Background: an optimization exercise with open tools, aiming at small area, a short achievable clock period and few clock cycles per item. Do not read the settings as production practice. Function was checked by simulation only, so behaviour that the tests miss may differ from the original. Power and IR drop assume default switching activity.

==> flow/design.v <==
package alu_pkg;
  localparam int OP_BITS = 12;
  localparam int OP_ADD = 0;
  localparam int OP_SUB = 1;
  localparam int OP_MUL = 2;
  localparam int OP_DIV = 3;
  localparam int OP_SHR = 4;
  localparam int OP_SHL = 5;
  localparam int OP_ROR = 6;
  localparam int OP_ROL = 7;
  localparam int OP_AND = 8;
  localparam int OP_OR  = 9;
  localparam int OP_NEG = 10;
  localparam int OP_NOT = 11;
  typedef enum logic [1:0] {
    IDLE = 2'd0,
    ITER = 2'd1,
    FIX  = 2'd2
  } state_t;
  function automatic logic onehot_ok(input logic [OP_BITS-1:0] c);
    onehot_ok = (c != '0) && ((c & (c - 12'd1)) == '0);
  endfunction
endpackage
module seq_muldiv_core #(
  parameter int WIDTH = 32
) (
  input  logic             clk,
  input  logic             clr,
  input  logic             load,
  input  logic             is_div,
  input  logic [WIDTH-1:0] opa,
  input  logic [WIDTH-1:0] opb,
  output logic             last,
  output logic [WIDTH-1:0] hi,
  output logic [WIDTH-1:0] lo
);
  localparam int CW = $clog2(WIDTH) + 1;
  logic             run;
  logic             div_mode;
  logic [CW-1:0]    cnt;
  logic [WIDTH-1:0] operand;
  logic [WIDTH:0]   add_a;
  logic [WIDTH:0]   add_b;
  logic             add_cin;
  logic [WIDTH+1:0] sum;
  logic [WIDTH:0]   mul_next;
  logic             trial_ok;
  always_comb begin
    if (div_mode) begin
      add_a   = {hi, lo[WIDTH-1]};
      add_b   = ~{1'b0, operand};
      add_cin = 1'b1;
    end else begin
      add_a   = {1'b0, hi};
      add_b   = {1'b0, operand};
      add_cin = 1'b0;
    end
    sum      = {1'b0, add_a} + {1'b0, add_b} + {{(WIDTH+1){1'b0}}, add_cin};
    trial_ok = sum[WIDTH+1];
    mul_next = lo[0] ? sum[WIDTH:0] : {1'b0, hi};
  end
  assign last = run && (cnt == CW'(WIDTH - 1));
  always_ff @(posedge clk) begin
    if (clr) begin
      run      <= 1'b0;
      div_mode <= 1'b0;
      cnt      <= '0;
      operand  <= '0;
      hi       <= '0;
      lo       <= '0;
    end else if (load) begin
      run      <= 1'b1;
      div_mode <= is_div;
      cnt      <= '0;
      operand  <= opb;
      hi       <= '0;
      lo       <= opa;
    end else if (run) begin
      cnt <= cnt + 1'b1;
      run <= !last;
      if (div_mode) begin
        hi <= trial_ok ? sum[WIDTH-1:0] : {hi[WIDTH-2:0], lo[WIDTH-1]};
        lo <= {lo[WIDTH-2:0], trial_ok};
      end else begin
        {hi, lo} <= {mul_next, lo[WIDTH-1:1]};
      end
    end
  end
endmodule
module multicycle_alu #(
  parameter int WIDTH         = 32,
  parameter bit SIGNED_MULDIV = 1'b1
) (
  input  logic               clk,
  input  logic               clr,
  input  logic               start,
  input  logic [alu_pkg::OP_BITS-1:0] CONTROL,
  input  logic [WIDTH-1:0]   A,
  input  logic [WIDTH-1:0]   B,
  output logic [WIDTH-1:0]   ZLO,
  output logic [WIDTH-1:0]   ZHI,
  output logic               busy,
  output logic               done,
  output logic               div_by_zero,
  output logic               illegal_op
);
  localparam int SW = $clog2(WIDTH);
  alu_pkg::state_t             state;
  logic [alu_pkg::OP_BITS-1:0] op_q;
  logic [WIDTH-1:0]   a_q;
  logic [WIDTH-1:0]   b_q;
  logic               pend;
  logic               neg_q;
  logic               neg_r;
  logic               a_neg;
  logic               b_neg;
  logic [WIDTH-1:0]   a_mag;
  logic [WIDTH-1:0]   b_mag;
  logic               go_iter;
  logic               core_load;
  logic               core_last;
  logic [WIDTH-1:0]   core_hi;
  logic [WIDTH-1:0]   core_lo;
  always_comb begin
    a_neg     = SIGNED_MULDIV && A[WIDTH-1];
    b_neg     = SIGNED_MULDIV && B[WIDTH-1];
    a_mag     = a_neg ? -A : A;
    b_mag     = b_neg ? -B : B;
    go_iter   = alu_pkg::onehot_ok(CONTROL) &&
                (CONTROL[alu_pkg::OP_MUL] || (CONTROL[alu_pkg::OP_DIV] && (B != '0)));
    core_load = (state == alu_pkg::IDLE) && start && go_iter;
  end
  seq_muldiv_core #(.WIDTH(WIDTH)) u_core (
    .clk    (clk),
    .clr    (clr),
    .load   (core_load),
    .is_div (CONTROL[alu_pkg::OP_DIV]),
    .opa    (a_mag),
    .opb    (b_mag),
    .last   (core_last),
    .hi     (core_hi),
    .lo     (core_lo)
  );
  logic [SW-1:0]    amt;
  logic [SW:0]      amt_c;
  logic             shift_big;
  logic [WIDTH-1:0] one_res;
  always_comb begin
    amt       = b_q[SW-1:0];
    amt_c     = (SW+1)'(WIDTH) - {1'b0, amt};
    shift_big = |b_q[WIDTH-1:SW];
    one_res   = '0;
    if (op_q[alu_pkg::OP_ADD])      one_res = a_q + b_q;
    else if (op_q[alu_pkg::OP_SUB]) one_res = a_q - b_q;
    else if (op_q[alu_pkg::OP_NEG]) one_res = '0 - a_q;
    else if (op_q[alu_pkg::OP_NOT]) one_res = ~a_q;
    else if (op_q[alu_pkg::OP_AND]) one_res = a_q & b_q;
    else if (op_q[alu_pkg::OP_OR])  one_res = a_q | b_q;
    else if (op_q[alu_pkg::OP_SHL]) one_res = shift_big ? '0 : (a_q << amt);
    else if (op_q[alu_pkg::OP_SHR]) one_res = shift_big ? '0 : (a_q >> amt);
    else if (op_q[alu_pkg::OP_ROL]) one_res = (a_q << amt) | (a_q >> amt_c);
    else if (op_q[alu_pkg::OP_ROR]) one_res = (a_q >> amt) | (a_q << amt_c);
  end
  logic [2*WIDTH-1:0] prod;
  logic [WIDTH-1:0]   quo;
  logic [WIDTH-1:0]   rem;
  always_comb begin
    prod = {core_hi, core_lo};
    if (neg_q) prod = -prod;
    quo = neg_q ? -core_lo : core_lo;
    rem = neg_r ? -core_hi : core_hi;
  end
  always_ff @(posedge clk) begin
    if (clr) begin
      state       <= alu_pkg::IDLE;
      op_q        <= '0;
      a_q         <= '0;
      b_q         <= '0;
      pend        <= 1'b0;
      neg_q       <= 1'b0;
      neg_r       <= 1'b0;
      ZLO         <= '0;
      ZHI         <= '0;
      busy        <= 1'b0;
      done        <= 1'b0;
      div_by_zero <= 1'b0;
      illegal_op  <= 1'b0;
    end else begin
      done <= 1'b0;
      unique case (state)
        alu_pkg::IDLE: begin
          if (pend) begin
            pend <= 1'b0;
            done <= 1'b1;
            if (!alu_pkg::onehot_ok(op_q)) begin
              illegal_op  <= 1'b1;
              div_by_zero <= 1'b0;
            end else if (op_q[alu_pkg::OP_DIV]) begin
              ZLO         <= '1;
              ZHI         <= a_q;
              div_by_zero <= 1'b1;
              illegal_op  <= 1'b0;
            end else begin
              ZLO         <= one_res;
              ZHI         <= '0;
              div_by_zero <= 1'b0;
              illegal_op  <= 1'b0;
            end
          end
          if (start) begin
            a_q   <= A;
            b_q   <= B;
            op_q  <= CONTROL;
            neg_q <= a_neg ^ b_neg;
            neg_r <= a_neg;
            if (go_iter) begin
              state <= alu_pkg::ITER;
              busy  <= 1'b1;
            end else begin
              pend <= 1'b1;
            end
          end
        end
        alu_pkg::ITER: begin
          if (core_last) state <= alu_pkg::FIX;
        end
        alu_pkg::FIX: begin
          state       <= alu_pkg::IDLE;
          busy        <= 1'b0;
          done        <= 1'b1;
          div_by_zero <= 1'b0;
          illegal_op  <= 1'b0;
          if (op_q[alu_pkg::OP_MUL]) begin
            ZHI <= prod[2*WIDTH-1:WIDTH];
            ZLO <= prod[WIDTH-1:0];
          end else begin
            ZHI <= rem;
            ZLO <= quo;
          end
        end
        default: state <= alu_pkg::IDLE;
      endcase
    end
  end
endmodule
==> flow/run.sh <==
#!/bin/bash
# synth_recipe.tcl (not shown) runs the flow's synth.tcl, then flattens the netlist and writes it again
# the make line also repeats each setting of config.mk as NAME=value (left out here)
make -C /OpenROAD-flow-scripts/flow DESIGN_CONFIG=/design/flow/config.mk WORK_HOME=/design/flow/orfs CLKGATE_MAP_FILE= SYNTH_SCRIPT=/design/flow/synth_recipe.tcl finish
==> flow/config.mk <==
export PLATFORM = sky130hd
export DESIGN_NAME = multicycle_alu
export DESIGN_NICKNAME = multicycle_alu
export VERILOG_FILES = /design/flow/design.v
export SDC_FILE = /design/flow/constraint.sdc
export NUM_CORES = 4
export LEC_CHECK = 0
export CAP_MARGIN = 20
export CORE_MARGIN = 2
export CORE_UTILIZATION = 40
export SLEW_MARGIN = 20
==> flow/constraint.sdc <==
create_clock -name core_clock -period 5.5 [get_ports {clk}]
set_input_delay 1.1000 -clock core_clock [delete_from_list [all_inputs] [get_ports {clk}]]
set_output_delay 1.1000 -clock core_clock [all_outputs]
set_load 0.01 [all_outputs]
==> run summary <==
sequential cells by signal, summed over array words and instances (netlist names), 2 cells and up:
| signal | flops |
|---|---|
| u_core.lo | 32 |
| b_q | 32 |
| op_q | 12 |
| state | 2 |
| u_core.operand | 32 |
| u_core.hi | 32 |
| u_core.cnt | 6 |
| ZHI | 32 |
| ZLO | 32 |
| a_q | 31 |
layout make-up:
| type | instances | area share, % |
|---|---|---|
| diodes | 4 | 0.0295 |
| clock buffers | 36 | 2.39 |
| clock inverters | 18 | 0.741 |
| inverters | 130 | 1.44 |
| multi-input cells | 3295 | 68.3 |
| flip-flops and latches | 252 | 14.9 |
| well taps | 969 | 3.57 |
| repair buffers | 322 | 8.57 |
layer usage:
layer / vias up / part of all wire (%)
met1: 16306 / 39
met2: 2327 / 42
met3: 606 / 11
met4: 14 / 8.4
met5: - / 0.059
li1: 14957 / -
power by group through the flow:
stage | combinational (mW) | sequential, mW | clock [mW]
after floorplan | 1.45 | 1.98 | 0
after global routing | 2.62 | 1.98 | 2.29
after detailed placement | 2.40 | 2.01 | 0
final | 2.53 | 1.98 | 2.20
after CTS | 2.41 | 1.97 | 2.22
after global placement | 2.41 | 2.01 | 0
cell families after synthesis:
kind of cell	Yosys count	share of synthesized area [%]
muxes	318	15.8
AOI/OAI and AO/OA	1263	27.4
buffers and inverters	527	6.69
xor gates and xnor gates	263	7.63
DFF	252	16.7
adders and majority gates	140	5.86
and+or+nand+nor	1311	19.9
path summary, 6_finish.rpt:
check | startpoint | cells past startpoint | slack (ns) | to
worst max-delay path | u_core.div_mode$_SDFFE_PP0P_ | 12 | 0.83 | u_core.hi[22]$_SDFFE_PP0P_
worst min-delay path | busy$_SDFFE_PP0P_ | 2 | 0.48 | busy$_SDFFE_PP0P_
worst max register to register | u_core.div_mode$_SDFFE_PP0P_ | 12 | 0.83 | u_core.hi[22]$_SDFFE_PP0P_
worst min register to register | busy$_SDFFE_PP0P_ | 2 | 0.48 | busy$_SDFFE_PP0P_
worst register-to-register path: stages (launching register included):
cell and delay [ns]:
dfxtp_4 0.90, buf_4 0.40, xor2_1 0.11, ha_1 0.42, a21oi_1 0.10, o21ai_0 0.26, a221oi_1 0.16, o21ai_0 0.37
a41o_1 0.27, nor2_1 0.14, nor2b_1 0.69, mux2_2 0.42, a221o_1 0.31
placed cells by master (no fill, tap or decap), types with 18 or more instances in the layout:
cell type | Yosys | routed
a31oi_1 | 52 | 52
o22ai_1 | 43 | 43
a21o_1 | 29 | 29
o211ai_1 | 27 | 27
mux4_2 | 122 | 122
or2_2 | 21 | 21
mux2_2 | 51 | 51
a221o_1 | 18 | 18
xor2_1 | 140 | 139
nor3_1 | 111 | 111
dfxtp_1 | 252 | 241
nand4_1 | 27 | 27
or4_1 | 28 | 28
a21oi_1 | 353 | 353
nor2_1 | 445 | 443
o31ai_1 | 54 | 54
mux2i_1 | 145 | 145
o41ai_1 | 22 | 22
a22oi_1 | 21 | 21
nor4_1 | 29 | 28
o21ai_0 | 236 | 236
clkbuf_16 | 0 | 30
inv_1 | 124 | 122
buf_4 | 2 | 166
clkdlybuf4s50_1 | 0 | 145
a211oi_1 | 161 | 161
nand2_1 | 405 | 404
nand2b_1 | 38 | 38
or3_1 | 44 | 44
xnor2_1 | 123 | 120
a221oi_1 | 31 | 31
nor2b_1 | 37 | 36
o21a_1 | 23 | 23
ha_1 | 135 | 134
nand3_1 | 67 | 67
through the flow:
| step | worst slack [ns] | util [%] |
|---|---|---|
| 6_report | 0.831 | 45.5 |
| 5_1_grt | 0.524 | 45.5 |
| 4_1_cts | 0.842 | 45.5 |
| 3_5_place_dp | 0.501 | 44.1 |
| 3_3_place_gp | 0.505 | 44.1 |
| 2_1_floorplan | 0.625 | - |
==> out/results.txt <==
Run status = finished clean
Critical Path AT = 5.15 ns
CP delay by family, top = compound AO/OA/AOI/OAI gates
Dpl cell area = 0.0329 mm^2
WS Path Type = reg2reg
Worst-Skew Late Latency = 0.59 ns
Cell with the most instances after synthesis = nor2_1
Worst-case clock buffer depth = 3
Clock root cell = clkbuf_16
Worst-path clk slew = 0.07 ns
Met3 GRT Util = 8.60%
Largest area contributor in the netlist = dfxtp_1
Final setup violating endpoints = 0
Setup TNS = 0 ns
1st-iter DRT viols = 5086
Core ar. = 0.0746 mm^2
Via count = 34210
Placer Congestion = 1.07
Maximum vdd ir drop = 0.224 mV
Post-synth EDFFs = 0
DPL Wire Length = 116000 um
CTS tree = done
Rows = 100
Ports = 147
Resize count post-CTS = 0
Gr usage total = 38.9%
Fin cells = 5026
Top FF cell, synth = dfxtp_1
Most used cell, CP = o21ai_0
Pwr dens = 198 mW/mm^2
P_int = 4.07 mW
RSZ-0062 raised after global routing = false
Worst-Margin Slew = 1.28 ns
Worst EP required = 5.98 ns
Post-synth top cells = nor2_1 (445), nand2_1 (405), a21oi_1 (353)
Clk_skew = 0.0160 ns
Fraction of final layout cells with drive strength greater than 1 = 11.9%
GRT Residual Overflow = 0
Vias per cell = 6.81
Cells after DPL = 4968
Fin Hold WS = 0.483 ns
CTS buffer count = 29
Setup crit start kind = flip-flop
CP endpoint kind = flip-flop
CP max FO = 71
Met2 Use GR = 57.6%
Tcrit/Tclk final = 84.9%
Num Clock Sinks = 252
Total power = 6.71 mW
Fillers = 7642
Net Sw Frac = 39.3%
Post-Syn Nets = 4291
Critical-path top delay cell = dfxtp_4
First-pass iteration count of the detailed router = 7
Post-route ant nets = 0
YS warnings = 2
Total Routed Length = 156000 um
Multi-input logic area = 0.0232 mm^2
Ys async rst share = 0%
CTS H-tree lvls = 1
WP buf/inv = 1
GRT Max-Usage Layer = met2
Register area = 0.00507 mm^2
Final Hold Viols = 0
Seq pwr share = 29.6%
Die Y-Extent = 279 um
First-pass GRT wire length = 225000 um
Die ar. = 0.0777 mm^2
Worst hold path type = reg2reg
Horiz. Die Dim = 279 um
Leak Pwr = 12.7 nW
Switching pwr = 2.64 mW
Post-Syn Area = 0.0302 mm^2
Drt wl/cell = 31.1 um
Max-cap violations = 0
Comb pwr share = 37.7%
Cell variety after synth = 93
Largest cells by area after synthesis = dfxtp_1 (17%), mux4_2 (9.1%), a21oi_1 (5.9%)
Initial antenna violation count = 11
Clock network fraction of design power = 32.8%
PortBufs = 146
Post-synthesis sequential area ratio = 16.7%
Flops & latches, synth = 252
Mapped Avg Cell Area = 7.41 um^2
Synth top area share = 16.7%
DRC = 0
Largest net degree at the start of global routing = 126
Initial Utilization = 40.5%
Final net count = 4247
Tmin final = 4.67 ns
Final Instance Area = 0.0340 mm^2
Gate count after technology mapping = 4074
Fin. max-slew vios = 0
Fmax = 214 MHz
Setup Buffers After CTS = 0
Hold Buf Count CTS = 0
Vias in the first global route = 31736
Slowest cell delay on critical path = 0.90 ns
Worst slew margin = 14.6%
Worst path cell trace = buf_4, xor2_1, ha_1, a21oi_1, o21ai_0, a221oi_1, o21ai_0, a41o_1, nor2_1, nor2b_1, mux2_2, a221o_1
GR Layer Usage met1 = 50.1%
Area Overhead vs Synth = 12.5%
Testbench counts, summed over its fixed seeds: cycles 142,290, ops 8,000.

[separate check: timing with driven ports]
No port has a modelled driver above. Below, the same layout with a new extraction and two added sets of constraints. Step 1, drivers: a clkbuf_16 drives clk and a buf_2 each remaining input, both assumed. Step 2 times the ports against the registers' clock, not the clock port: input delays grow and output delays shrink by t, the midpoint of the rising clock arrivals with the driver on. Slacks: ideal ports / drivers / drivers and shift; pairs: ideal ports / drivers.
t, ns: 0.647
setup slack, ns: 0.831 / 0.831 / 0.428
clock arrival spread, ns: 0.016 / 0.016
After both steps this run still meets setup and hold. The setup slack of this run moves by 0.000 ns with the drivers and by -0.403 ns with both steps.
